What follows belongs to an exercise in optimizing a design on an open flow for small area, a short achievable clock period and few clock cycles; a production flow would make more cautious choices. In this exercise RTL edits were held to simulation tests only and were not proved equivalent to the original.

<file path="design/flow/run.sh">
#!/bin/bash
# synth_recipe.tcl (not shown) runs the flow's synth.tcl, then flattens the netlist and writes it again
# the make line also repeats each setting of config.mk as NAME=value (left out here)
make -C /OpenROAD-flow-scripts/flow DESIGN_CONFIG=/design/flow/config.mk WORK_HOME=/design/flow/orfs CLKGATE_MAP_FILE= SYNTH_SCRIPT=/design/flow/synth_recipe.tcl finish
</file>
<file path="design/flow/config.mk">
export PLATFORM = sky130hd
export DESIGN_NAME = battery_level_estimator
export DESIGN_NICKNAME = battery_level_estimator
export VERILOG_FILES = /design/flow/design.v
export SDC_FILE = /design/flow/constraint.sdc
export NUM_CORES = 4
export LEC_CHECK = 0
export CAP_MARGIN = 20
export CORE_MARGIN = 2
export CORE_UTILIZATION = 40
export SLEW_MARGIN = 20
</file>
<file path="design/flow/constraint.sdc">
create_clock -name core_clock -period 10.0 [get_ports {clk}]
set_input_delay 2.0000 -clock core_clock [delete_from_list [all_inputs] [get_ports {clk}]]
set_output_delay 2.0000 -clock core_clock [all_outputs]
set_load 0.01 [all_outputs]
</file>
<file path="design/flow/design.v">
`default_nettype none
package ble_pkg;
  localparam int SAMPLE_BITS_C = 12;
  localparam logic [13:0] MV_MAX = 14'd16383;
  typedef enum logic [2:0] {
    REG_BURST_LEN, REG_FULL_SCALE, REG_DIV_NUM, REG_DIV_DEN, REG_EMA_DIV
  } reg_idx_t;
  typedef enum logic [3:0] {
    ST_IDLE, ST_DIV_AVG, ST_MUL_FS, ST_DIV_FS, ST_MUL_NUM, ST_DIV_DEN,
    ST_EMA_SUB, ST_DIV_EMA, ST_EMA_ADD, ST_PCT_MUL, ST_PCT_DIV, ST_OUT
  } ble_state_t;
  typedef enum logic [3:0] {
    OP_NONE, OP_DIV_AVG, OP_MUL_FS, OP_DIV_FS, OP_MUL_NUM, OP_DIV_DEN,
    OP_EMA_SUB, OP_DIV_EMA, OP_EMA_ADD, OP_PCT_MUL, OP_PCT_DIV, OP_EMPTY
  } ble_op_t;
  typedef struct packed {
    ble_op_t op;
    logic    div_start;
    logic    out_load;
  } ble_cmd_t;
  typedef struct packed {
    logic div_done;
    logic empty;
  } ble_sts_t;
endpackage
`default_nettype wire
`default_nettype none
module ble_div (
  input  wire logic        clk,
  input  wire logic        rst_n,
  input  wire logic        start,
  input  wire logic [31:0] dividend,
  input  wire logic [15:0] divisor,
  output logic             done,
  output logic [31:0]      quotient
);
  logic [31:0] q_r, q_nxt;
  logic [16:0] rem_r, rem_nxt;
  logic [5:0]  cnt_r, cnt_nxt;
  logic        busy_r, busy_nxt;
  logic [16:0] trial;
  always_comb begin
    trial = {rem_r[15:0], q_r[31]};
    q_nxt = q_r;
    rem_nxt = rem_r;
    cnt_nxt = cnt_r;
    busy_nxt = busy_r;
    if (start) begin
      q_nxt = dividend;
      rem_nxt = '0;
      cnt_nxt = 6'd32;
      busy_nxt = 1'b1;
    end else if (busy_r) begin
      if (trial >= {1'b0, divisor}) begin
        rem_nxt = trial - {1'b0, divisor};
        q_nxt = {q_r[30:0], 1'b1};
      end else begin
        rem_nxt = trial;
        q_nxt = {q_r[30:0], 1'b0};
      end
      cnt_nxt = cnt_r - 6'd1;
      if (cnt_r == 6'd1) busy_nxt = 1'b0;
    end
  end
  always_ff @(posedge clk) begin
    if (!rst_n) begin
      busy_r <= 1'b0;
      cnt_r <= '0;
    end else begin
      busy_r <= busy_nxt;
      cnt_r <= cnt_nxt;
    end
    q_r <= q_nxt;
    rem_r <= rem_nxt;
  end
  assign done = busy_r && (cnt_r == 6'd1);
  assign quotient = q_nxt;
endmodule
`default_nettype wire
`default_nettype none
import ble_pkg::*;
module ble_datapath
#(
  parameter int MAX_BURST = 16
) (
  input  wire logic        clk,
  input  wire logic        rst_n,
  input  wire logic        acc_en,
  input  wire logic [11:0] raw_sample,
  input  wire logic        sample_ok,
  input  wire logic        acc_clear,
  input  wire logic [11:0] full_scale_mv,
  input  wire logic [2:0]  divider_num,
  input  wire logic [2:0]  divider_den,
  input  wire logic [4:0]  ema_divisor,
  input  ble_pkg::ble_cmd_t cmd,
  output ble_pkg::ble_sts_t sts,
  output logic [13:0]      filtered_mv,
  output logic [13:0]      cell_mv,
  output logic [11:0]      average_raw,
  output logic [6:0]       charge_percent,
  output logic             status
);
  localparam int CW = $clog2(MAX_BURST + 1);
  localparam int SW = 12 + CW;
  function [12:0] knee_mv;
    input [3:0] k;
    begin
      case (k)
        4'd0: knee_mv = 13'd4200;  4'd1: knee_mv = 13'd4100;  4'd2: knee_mv = 13'd4000;
        4'd3: knee_mv = 13'd3950;  4'd4: knee_mv = 13'd3900;  4'd5: knee_mv = 13'd3850;
        4'd6: knee_mv = 13'd3800;  4'd7: knee_mv = 13'd3750;  4'd8: knee_mv = 13'd3700;
        4'd9: knee_mv = 13'd3650;  4'd10: knee_mv = 13'd3600; 4'd11: knee_mv = 13'd3550;
        4'd12: knee_mv = 13'd3500; 4'd13: knee_mv = 13'd3400; 4'd14: knee_mv = 13'd3300;
        default: knee_mv = 13'd3000;
      endcase
    end
  endfunction
  function [6:0] knee_pct;
    input [3:0] k;
    begin
      case (k)
        4'd0: knee_pct = 7'd100; 4'd1: knee_pct = 7'd92;  4'd2: knee_pct = 7'd85;  4'd3: knee_pct = 7'd78;
        4'd4: knee_pct = 7'd70;  4'd5: knee_pct = 7'd62;  4'd6: knee_pct = 7'd55;  4'd7: knee_pct = 7'd48;
        4'd8: knee_pct = 7'd42;  4'd9: knee_pct = 7'd35;  4'd10: knee_pct = 7'd28; 4'd11: knee_pct = 7'd20;
        4'd12: knee_pct = 7'd14; 4'd13: knee_pct = 7'd8;  4'd14: knee_pct = 7'd4;
        default: knee_pct = 7'd0;
      endcase
    end
  endfunction
  logic [SW-1:0] sum_r;
  logic [CW-1:0] cnt_r;
  logic [13:0]   filt_r;
  logic [31:0]   acc_r, acc_nxt;
  logic          neg_r, neg_nxt;
  logic [3:0]    seg_r;
  logic [31:0]   div_a;
  logic [15:0]   div_b;
  logic          div_done;
  logic [31:0]   div_q;
  logic [13:0]   filt_nxt;
  logic [11:0]   avg_nxt;
  logic [13:0]   cell_nxt;
  logic [3:0]    seg_nxt;
  logic [6:0]    pct_nxt;
  logic [14:0]   ema_new;
  logic [24:0]   fs_sum;
  always_ff @(posedge clk) begin
    if (!rst_n) begin
      sum_r <= '0;
      cnt_r <= '0;
    end else if (acc_clear) begin
      sum_r <= '0;
      cnt_r <= '0;
    end else if (acc_en && sample_ok) begin
      sum_r <= sum_r + SW'(raw_sample);
      cnt_r <= cnt_r + CW'(1);
    end
  end
  always_comb begin
    div_a = acc_r;
    div_b = 16'd1;
    unique case (cmd.op)
      OP_DIV_AVG: begin div_a = 32'(sum_r); div_b = 16'(cnt_r); end
      OP_DIV_DEN: div_b = (divider_den == 3'd0) ? 16'd1 : 16'(divider_den);
      OP_DIV_EMA: div_b = (ema_divisor == 5'd0) ? 16'd1 : 16'(ema_divisor);
      OP_PCT_DIV: div_b = 16'(knee_mv(seg_r - 4'd1) - knee_mv(seg_r));
      default: ;
    endcase
  end
  ble_div u_div (
    .clk(clk), .rst_n(rst_n), .start(cmd.div_start), .dividend(div_a),
    .divisor(div_b), .done(div_done), .quotient(div_q)
  );
  always_comb begin
    seg_nxt = 4'd15;
    for (int k = 14; k >= 0; k--) begin
      if ({1'b0, filt_nxt} >= 15'(knee_mv(4'(k)))) seg_nxt = 4'(k);
    end
  end
  always_comb begin
    acc_nxt = acc_r;
    neg_nxt = neg_r;
    filt_nxt = filt_r;
    avg_nxt = average_raw;
    cell_nxt = cell_mv;
    pct_nxt = charge_percent;
    ema_new = 15'd0;
    fs_sum = 25'(acc_r[23:0]) + 25'(acc_r[23:12]) + 25'd1;
    case (cmd.op)
      OP_DIV_AVG: if (div_done) begin
        avg_nxt = div_q[11:0];
        acc_nxt = 32'(div_q[11:0]);
      end
      OP_MUL_FS:  acc_nxt = 32'(acc_r[11:0] * full_scale_mv);
      OP_DIV_FS:  acc_nxt = 32'(fs_sum[24:12]);
      OP_DIV_DEN, OP_DIV_EMA, OP_PCT_DIV: if (div_done) acc_nxt = div_q;
      OP_MUL_NUM: acc_nxt = 32'(acc_r[11:0] * divider_num);
      OP_EMA_SUB: begin
        cell_nxt = (acc_r > 32'(MV_MAX)) ? MV_MAX : acc_r[13:0];
        neg_nxt = (cell_nxt < filt_r);
        acc_nxt = neg_nxt ? 32'(filt_r - cell_nxt) : 32'(cell_nxt - filt_r);
        if (filt_r == 14'd0) begin
          filt_nxt = cell_nxt;
          acc_nxt = '0;
        end
      end
      OP_EMA_ADD: begin
        ema_new = neg_r ? (15'(filt_r) - 15'(acc_r[13:0])) : (15'(filt_r) + 15'(acc_r[13:0]));
        filt_nxt = ema_new[14] ? MV_MAX : ema_new[13:0];
      end
      OP_PCT_MUL: acc_nxt = 32'(({1'b0, filt_r} - 15'(knee_mv(seg_r)))
                                * 7'(knee_pct(seg_r - 4'd1) - knee_pct(seg_r)));
      OP_EMPTY: begin
        avg_nxt = '0;
        cell_nxt = '0;
      end
      default: ;
    endcase
    if (cmd.out_load) begin
      if (filt_r == 14'd0 || filt_r >= 14'd4200) pct_nxt = 7'd100;
      else if (filt_r < 14'd3000) pct_nxt = 7'd0;
      else pct_nxt = knee_pct(seg_r) + div_q[6:0];
    end
  end
  always_ff @(posedge clk) begin
    if (!rst_n) begin
      filt_r <= '0;
    end else begin
      filt_r <= filt_nxt;
    end
    acc_r <= acc_nxt;
    neg_r <= neg_nxt;
    seg_r <= seg_nxt;
    average_raw <= avg_nxt;
    cell_mv <= cell_nxt;
    charge_percent <= pct_nxt;
    if (cmd.out_load) status <= (cnt_r == '0);
  end
  assign filtered_mv = filt_r;
  assign sts.div_done = div_done;
  assign sts.empty = (cnt_r == '0);
endmodule
`default_nettype wire
`default_nettype none
import ble_pkg::*;
module ble_ctrl
#(
  parameter int MAX_BURST = 16
) (
  input  wire logic       clk,
  input  wire logic       rst_n,
  input  wire logic       in_valid,
  output logic            in_ready,
  output logic            out_valid,
  input  wire logic       out_ready,
  input  wire logic [4:0] burst_len,
  input  wire logic       empty,
  input  wire logic       div_done,
  output logic            acc_en,
  output logic            acc_clear,
  output ble_pkg::ble_cmd_t cmd
);
  localparam int CW = $clog2(MAX_BURST + 1);
  ble_pkg::ble_state_t state_r, state_nxt;
  logic [CW-1:0] pos_r, pos_nxt;
  logic          ovalid_r, ovalid_nxt;
  logic          empty_r, empty_nxt;
  logic [6:0]    len;
  logic          last;
  logic          div_done_seen_r;
  always_comb begin
    len = 7'(burst_len);
    if (len == 7'd0) len = 7'd1;
    if (len > 7'(MAX_BURST)) len = 7'(MAX_BURST);
  end
  assign in_ready = (state_r == ST_IDLE) && !(ovalid_r && last);
  assign acc_en = in_valid && in_ready;
  assign last = (7'(pos_r) + 7'd1) >= len;
  assign out_valid = ovalid_r;
  always_comb begin
    state_nxt = state_r;
    pos_nxt = pos_r;
    ovalid_nxt = ovalid_r && !out_ready;
    empty_nxt = empty_r;
    acc_clear = 1'b0;
    cmd = '0;
    cmd.op = OP_NONE;
    unique case (state_r)
      ST_IDLE: if (acc_en) begin
        if (last) begin
          pos_nxt = '0;
          state_nxt = ST_DIV_AVG;
        end else begin
          pos_nxt = pos_r + CW'(1);
        end
      end
      ST_DIV_AVG: begin
        empty_nxt = empty;
        if (empty) begin
          cmd.op = OP_EMPTY;
          state_nxt = ST_PCT_MUL;
        end else begin
          cmd.op = OP_DIV_AVG;
          cmd.div_start = 1'b1;
          state_nxt = ST_MUL_FS;
        end
      end
      ST_MUL_FS: begin
        cmd.op = OP_DIV_AVG;
        if (div_done) state_nxt = ST_DIV_FS;
      end
      ST_DIV_FS: begin
        cmd.op = OP_MUL_FS;
        state_nxt = ST_MUL_NUM;
      end
      ST_MUL_NUM: begin
        cmd.op = OP_DIV_FS;
        state_nxt = ST_DIV_DEN;
      end
      ST_DIV_DEN: begin
        cmd.op = OP_MUL_NUM;
        state_nxt = ST_EMA_SUB;
      end
      ST_EMA_SUB: begin
        cmd.op = OP_DIV_DEN;
        cmd.div_start = !div_done_seen_r;
        if (div_done) state_nxt = ST_DIV_EMA;
      end
      ST_DIV_EMA: begin
        cmd.op = OP_EMA_SUB;
        state_nxt = ST_EMA_ADD;
      end
      ST_EMA_ADD: begin
        cmd.op = OP_DIV_EMA;
        cmd.div_start = !div_done_seen_r;
        if (div_done) state_nxt = ST_PCT_MUL;
      end
      ST_PCT_MUL: begin
        cmd.op = empty_r ? OP_NONE : OP_EMA_ADD;
        state_nxt = ST_PCT_DIV;
      end
      ST_PCT_DIV: begin
        cmd.op = OP_PCT_MUL;
        state_nxt = ST_OUT;
      end
      ST_OUT: begin
        cmd.op = OP_PCT_DIV;
        cmd.div_start = !div_done_seen_r;
        if (div_done) begin
          cmd.out_load = 1'b1;
          ovalid_nxt = 1'b1;
          acc_clear = 1'b1;
          state_nxt = ST_IDLE;
        end
      end
      default: state_nxt = ST_IDLE;
    endcase
  end
  always_ff @(posedge clk) begin
    if (!rst_n) div_done_seen_r <= 1'b0;
    else if (state_nxt != state_r) div_done_seen_r <= 1'b0;
    else if (cmd.div_start) div_done_seen_r <= 1'b1;
  end
  always_ff @(posedge clk) begin
    if (!rst_n) begin
      state_r <= ST_IDLE;
      pos_r <= '0;
      ovalid_r <= 1'b0;
      empty_r <= 1'b0;
    end else begin
      state_r <= state_nxt;
      pos_r <= pos_nxt;
      ovalid_r <= ovalid_nxt;
      empty_r <= empty_nxt;
    end
  end
endmodule
`default_nettype wire
`default_nettype none
import ble_pkg::*;
module battery_level_estimator
#(
  parameter int MAX_BURST = 16
) (
  input  wire logic        clk,
  input  wire logic        rst_n,
  input  wire logic        in_valid,
  output logic             in_ready,
  input  wire logic [11:0] in_raw_sample,
  input  wire logic        in_sample_ok,
  output logic             out_valid,
  input  wire logic        out_ready,
  output logic [13:0]      out_filtered_mv,
  output logic [13:0]      out_cell_mv,
  output logic [11:0]      out_average_raw,
  output logic [6:0]       out_charge_percent,
  output logic             out_status,
  input  wire logic        cfg_we,
  input  wire logic [2:0]  cfg_index,
  input  wire logic [11:0] cfg_wdata
);
  logic [4:0]  burst_len_r;
  logic [11:0] full_scale_r;
  logic [2:0]  div_num_r, div_den_r;
  logic [4:0]  ema_div_r;
  logic        acc_en, acc_clear;
  ble_pkg::ble_cmd_t cmd;
  ble_pkg::ble_sts_t sts;
  always_ff @(posedge clk) begin
    if (!rst_n) begin
      burst_len_r <= 5'd16;
      full_scale_r <= 12'd2450;
      div_num_r <= 3'd2;
      div_den_r <= 3'd1;
      ema_div_r <= 5'd4;
    end else if (cfg_we) begin
      case (cfg_index)
        REG_BURST_LEN:  burst_len_r <= cfg_wdata[4:0];
        REG_FULL_SCALE: full_scale_r <= cfg_wdata;
        REG_DIV_NUM:    div_num_r <= cfg_wdata[2:0];
        REG_DIV_DEN:    div_den_r <= cfg_wdata[2:0];
        REG_EMA_DIV:    ema_div_r <= cfg_wdata[4:0];
        default: ;
      endcase
    end
  end
  ble_ctrl #(.MAX_BURST(MAX_BURST)) u_ctrl (
    .clk(clk), .rst_n(rst_n), .in_valid(in_valid), .in_ready(in_ready),
    .out_valid(out_valid), .out_ready(out_ready), .burst_len(burst_len_r),
    .empty(sts.empty), .div_done(sts.div_done), .acc_en(acc_en),
    .acc_clear(acc_clear), .cmd(cmd)
  );
  ble_datapath #(.MAX_BURST(MAX_BURST)) u_dp (
    .clk(clk), .rst_n(rst_n), .acc_en(acc_en), .raw_sample(in_raw_sample),
    .sample_ok(in_sample_ok), .acc_clear(acc_clear), .full_scale_mv(full_scale_r),
    .divider_num(div_num_r), .divider_den(div_den_r), .ema_divisor(ema_div_r),
    .cmd(cmd), .sts(sts), .filtered_mv(out_filtered_mv), .cell_mv(out_cell_mv),
    .average_raw(out_average_raw), .charge_percent(out_charge_percent),
    .status(out_status)
  );
endmodule
`default_nettype wire
</file>
==> results.txt <==
- The flow ran to the end and the layout has no timing, DRC or antenna violations.
- After detailed routing, the average wire length per cell comes to 19.37 microns.
- The detailed router finished its first iteration with 1780 violations.
- The kind of start point of the critical path is a register.
- After synthesis, the mean cell area works out to 8.122 sq um.
- At the placement stage, the worst setup path has a slack of 0.6919 ns.
- The final weighted congestion of routability-driven global placement is 0.9826.
- The worst hold path passes through 2 cells.
- The final route contains 22560 vias.
- The smallest clock period supported by the final layout is computed as 9.125 ns.
- The most area-hungry cell type in the Yosys netlist is fa_1.
- Global routing consumed, over all layers together, 23.59% of the routing resources.
- For this block, the routed nets add up to 77.89 mm of wire.
- Clock-pin slew was measured on the worst setup and hold paths at 0.06 ns.
- The TritonCTS clock tree is built.
- The critical path in this run is classified as reg -> reg.
- The flip-flop cell with the highest count after synthesis is dfxtp_1.
- The number of failing hold endpoints at the final stage is 0.
- The largest individual stage delay along the critical path comes from the cell a2111oi_0.
- The met3 layer usage reported by global route is 2.985%.
- The number of enable flip-flop cells after synthesis is 67.
- After clock tree synthesis, the setup repair step added 0 buffers.
- The stage delay of the slowest cell on the critical path is 0.78 ns.
- The number of instances in the synthesized netlist is 3145.
- The post-route netlist has 4.945% of its cells at a drive strength greater than 1.
- The launching instance or port of the critical path is u_dp.seg_r[1].
- Buffers inserted during clock tree synthesis total 26.
- The required time reported for the critical path endpoint is 10.27 ns.
- The port buffer count is 82.
- The number of global-route vias before repair was 22160.
- The floorplan step set the die height to 256.7 microns.
- The portion of synthesized cell area occupied by the leading cell type is 15.91%.
- The area growth from synthesis to layout is 10.18%.
- The logic depth of the worst setup path including buffers is 32.
- The final layout net count is 3638.
- After detailed routing, the number of vias per cell comes to 5.610.
- The floorplan step defined a die boundary enclosing 0.06590 sq mm.
- The number of nets with antenna violations after routing is 0.
- The unique cell type count in the Yosys netlist is 96.
- The number of nets handed over by synthesis was 3628.
- Setup repair after global routing left no endpoint under its margin.
- The share of the clock period used by the worst path after layout is 91.25%.
- The cell at the root of the clock tree is clkbuf_16.
- The maximum buffer depth of the clock tree is 3.
- The pin count of the biggest net entering global routing is 62.
- The count of boundary I/O pins is 83.
- Max-cap violations in this run came to 0.
- Setup violations remaining at the end of the flow were counted as 0.
- The number of rows in the core area is 92.
- Global routing finished with a remaining overflow of 0.
- Summing the sequential cell areas from Yosys gives 18.46% of the chip area.
- The count of final max-slew check failures is 0.
- The wire length of the first global-routing pass is 124.1 mm.
- The initial antenna violation count is 0.
- The launch point of the worst reg-to-reg path is u_dp.seg_r[1].
- The effective utilization at floorplan is 40.50%.
- Synthesis inferred 202 register bits.
- Counting flops with an async set or reset pin after synthesis yields a share of 0%.
- The busiest layer in global routing is met2.
- The class of the tightest hold or removal check is reg -> reg.
- The clock skew is 0.01647 ns.
- The first TritonRoute pass finished after 5 iterations.
- The worst slew slack as a fraction of its limit is 27.83%.
- In this run the most critical hold path is launched from div_den_r[0].
- At the later pin of the worst-skew pair, clock insertion delay measures 0.56 ns.
- The worst register-to-register path has a depth of 32.
- The die extent in x is 256.7 microns.
- The placeable core region is 0.06308 sq mm.
- Summed over all failing endpoints, the final setup total negative slack is 0 ns.
- The number of inserted diodes is 0.
- The arrival time of data at the critical path endpoint is 9.40 ns.
- Based on the critical path, the design can be clocked at up to 109.6 MHz.
- After detailed routing, the number of remaining DRC violations is 0.
- Global routing consumed, on the met2 layer, 38.46% of the routing resources.
- The endpoint kind of the worst setup timing path is a register.
- The estimated wirelength of the detail-placed design is 62.06 mm.
- The number of clock sinks is 202.
- The mapped netlist covers 0.02554 sq mm.
- The dominant cell type by count on the critical path is nor2_1.
- The least setup slack across all paths after layout is 0.8753 ns.
- Sorting the synthesized cells by area gives the leading types as fa_1 16%, ha_1 12%, dfxtp_1 11%.
- For the pin with the worst max-slew slack, the measured transition is 1.080 ns.
- CTS built an H-tree with a depth of 1.
- Among cell families on the critical path, the largest total delay comes from compound AO/OA/AOI/OAI gates.
- Of all nets on the critical path, the largest fanout is 26.
- The met1 track utilization from global routing is 32.24%.
- The number of warnings printed during yosys synthesis is 4.
- The count of buffer and inverter cells on the critical path is 2.
state kept, by name (all words and copies together) (netlist names), 3 cells and up:
register,count
burst_len_r,5
div_den_r,3
div_num_r,3
ema_div_r,5
full_scale_r,12
u_ctrl.pos_r,5
u_ctrl.state_r,4
u_dp.acc_r,32
u_dp.average_raw,12
u_dp.cell_mv,14
u_dp.charge_percent,7
u_dp.cnt_r,5
u_dp.filt_r,14
u_dp.seg_r,4
u_dp.sum_r,17
u_dp.u_div.cnt_r,6
u_dp.u_div.q_r,32
u_dp.u_div.rem_r,16
cells by family after synthesis:
family                   share of synthesized area [%]
multiplexers                                     2.900
XOR/XNOR                                         5.383
AO/OA/AOI/OAI                                    18.42
adder cells (fa/ha/maj)                          28.16
flip-flops                                       18.46
buffers and inverters                            7.494
AND/OR/NAND/NOR                                  19.19
cells in the mapped netlist (60+ instances only):
cell type,count
dfxtp_1,135
inv_1,357
clkbuf_1,120
mux2i_1,65
xor2_1,60
o21ai_0,137
a21oi_1,180
nor2_1,303
a21o_1,61
ha_1,247
edfxtp_1,67
xnor2_1,97
nand2_1,350
and2_1,67
fa_1,203
layout make-up:
type                    count  area (sq um)
well taps                 846          1059
multi-input cells        2437         18960
fillers                  6460         34930
clock buffers              33         726.9
flip-flops and latches    202          4716
inverters                 361          1355
clock inverters            15         155.1
repair buffers            127          1179
what timing repair did:
action	CTS	global route
hold buffers	0	0
endpoints found under the setup margin	0	1
resized for setup	0	1
layout by cell type (no fill, tap or decap), types with 60 or more instances in the layout:
master	synthesis	layout
a21o_1	61	61
a21oi_1	180	179
and2_1	67	67
clkdlybuf4s50_1	0	82
dfxtp_1	135	134
edfxtp_1	67	67
fa_1	203	203
ha_1	247	246
inv_1	357	357
mux2i_1	65	65
nand2_1	350	350
nor2_1	303	300
o21ai_0	137	135
xnor2_1	97	97
xor2_1	60	60
per-stage QoR:
stage               instance area (sq um)  hold slack (ns)  instances  utilization, %
floorplan                           25540           0.4367       3145               -
global placement                    27230           0.4589       3972           43.17
detailed placement                  27230           0.4551       3972           43.17
CTS                                 28110           0.4687       4020           44.57
global route                        28150           0.5025       4021           44.62
finish                              28150           0.4681       4021           44.62
worst min-delay path, stage by stage (launching register included):
cell,delay [ns]
dfxtp_1,0.32
mux2i_1,0.06
nand2_1,0.06
metal layers:
metal / up-vias / wire, microns
met4: 0 / 2735
met1: 10950 / 34870
met2: 666 / 35510
met3: 134 / 4767
met5: - / 0
li1: 10810 / -
final timing paths:
| kind | to | slack, ns |
|---|---|---|
| max reg2reg | u_dp.charge_percent[6] | 0.88 |
| max | u_dp.charge_percent[6] | 0.88 |
| min | div_den_r[0] | 0.47 |
| min reg2reg | div_den_r[0] | 0.47 |
Testbench counts, summed over its fixed seeds: cycles 103,424.

## re-timing with driven ports
No port has a modelled driver above. Below, the same layout with a new extraction and two added sets of constraints.
Step 1: set_driving_cell puts a clkbuf_16 on clk and a buf_2 on each other input, an assumption about the parent block.
Step 2 moves the port delays by t, midway between the first and last clock arrival at a register: inputs arrive t later, outputs are due t later. That takes back most of the time a late clock gives input paths.
a / b / c = ideal / step 1 / step 2; a / b = the first two.
t, ns: 0.615
slack for setup (ns): 0.875 / 0.875 / 0.875
cell pins on the clock port's net: 1
After both steps setup and hold are still met in this run. The setup slack of this run moves by 0.000 ns with the drivers and by 0.000 ns with both steps.
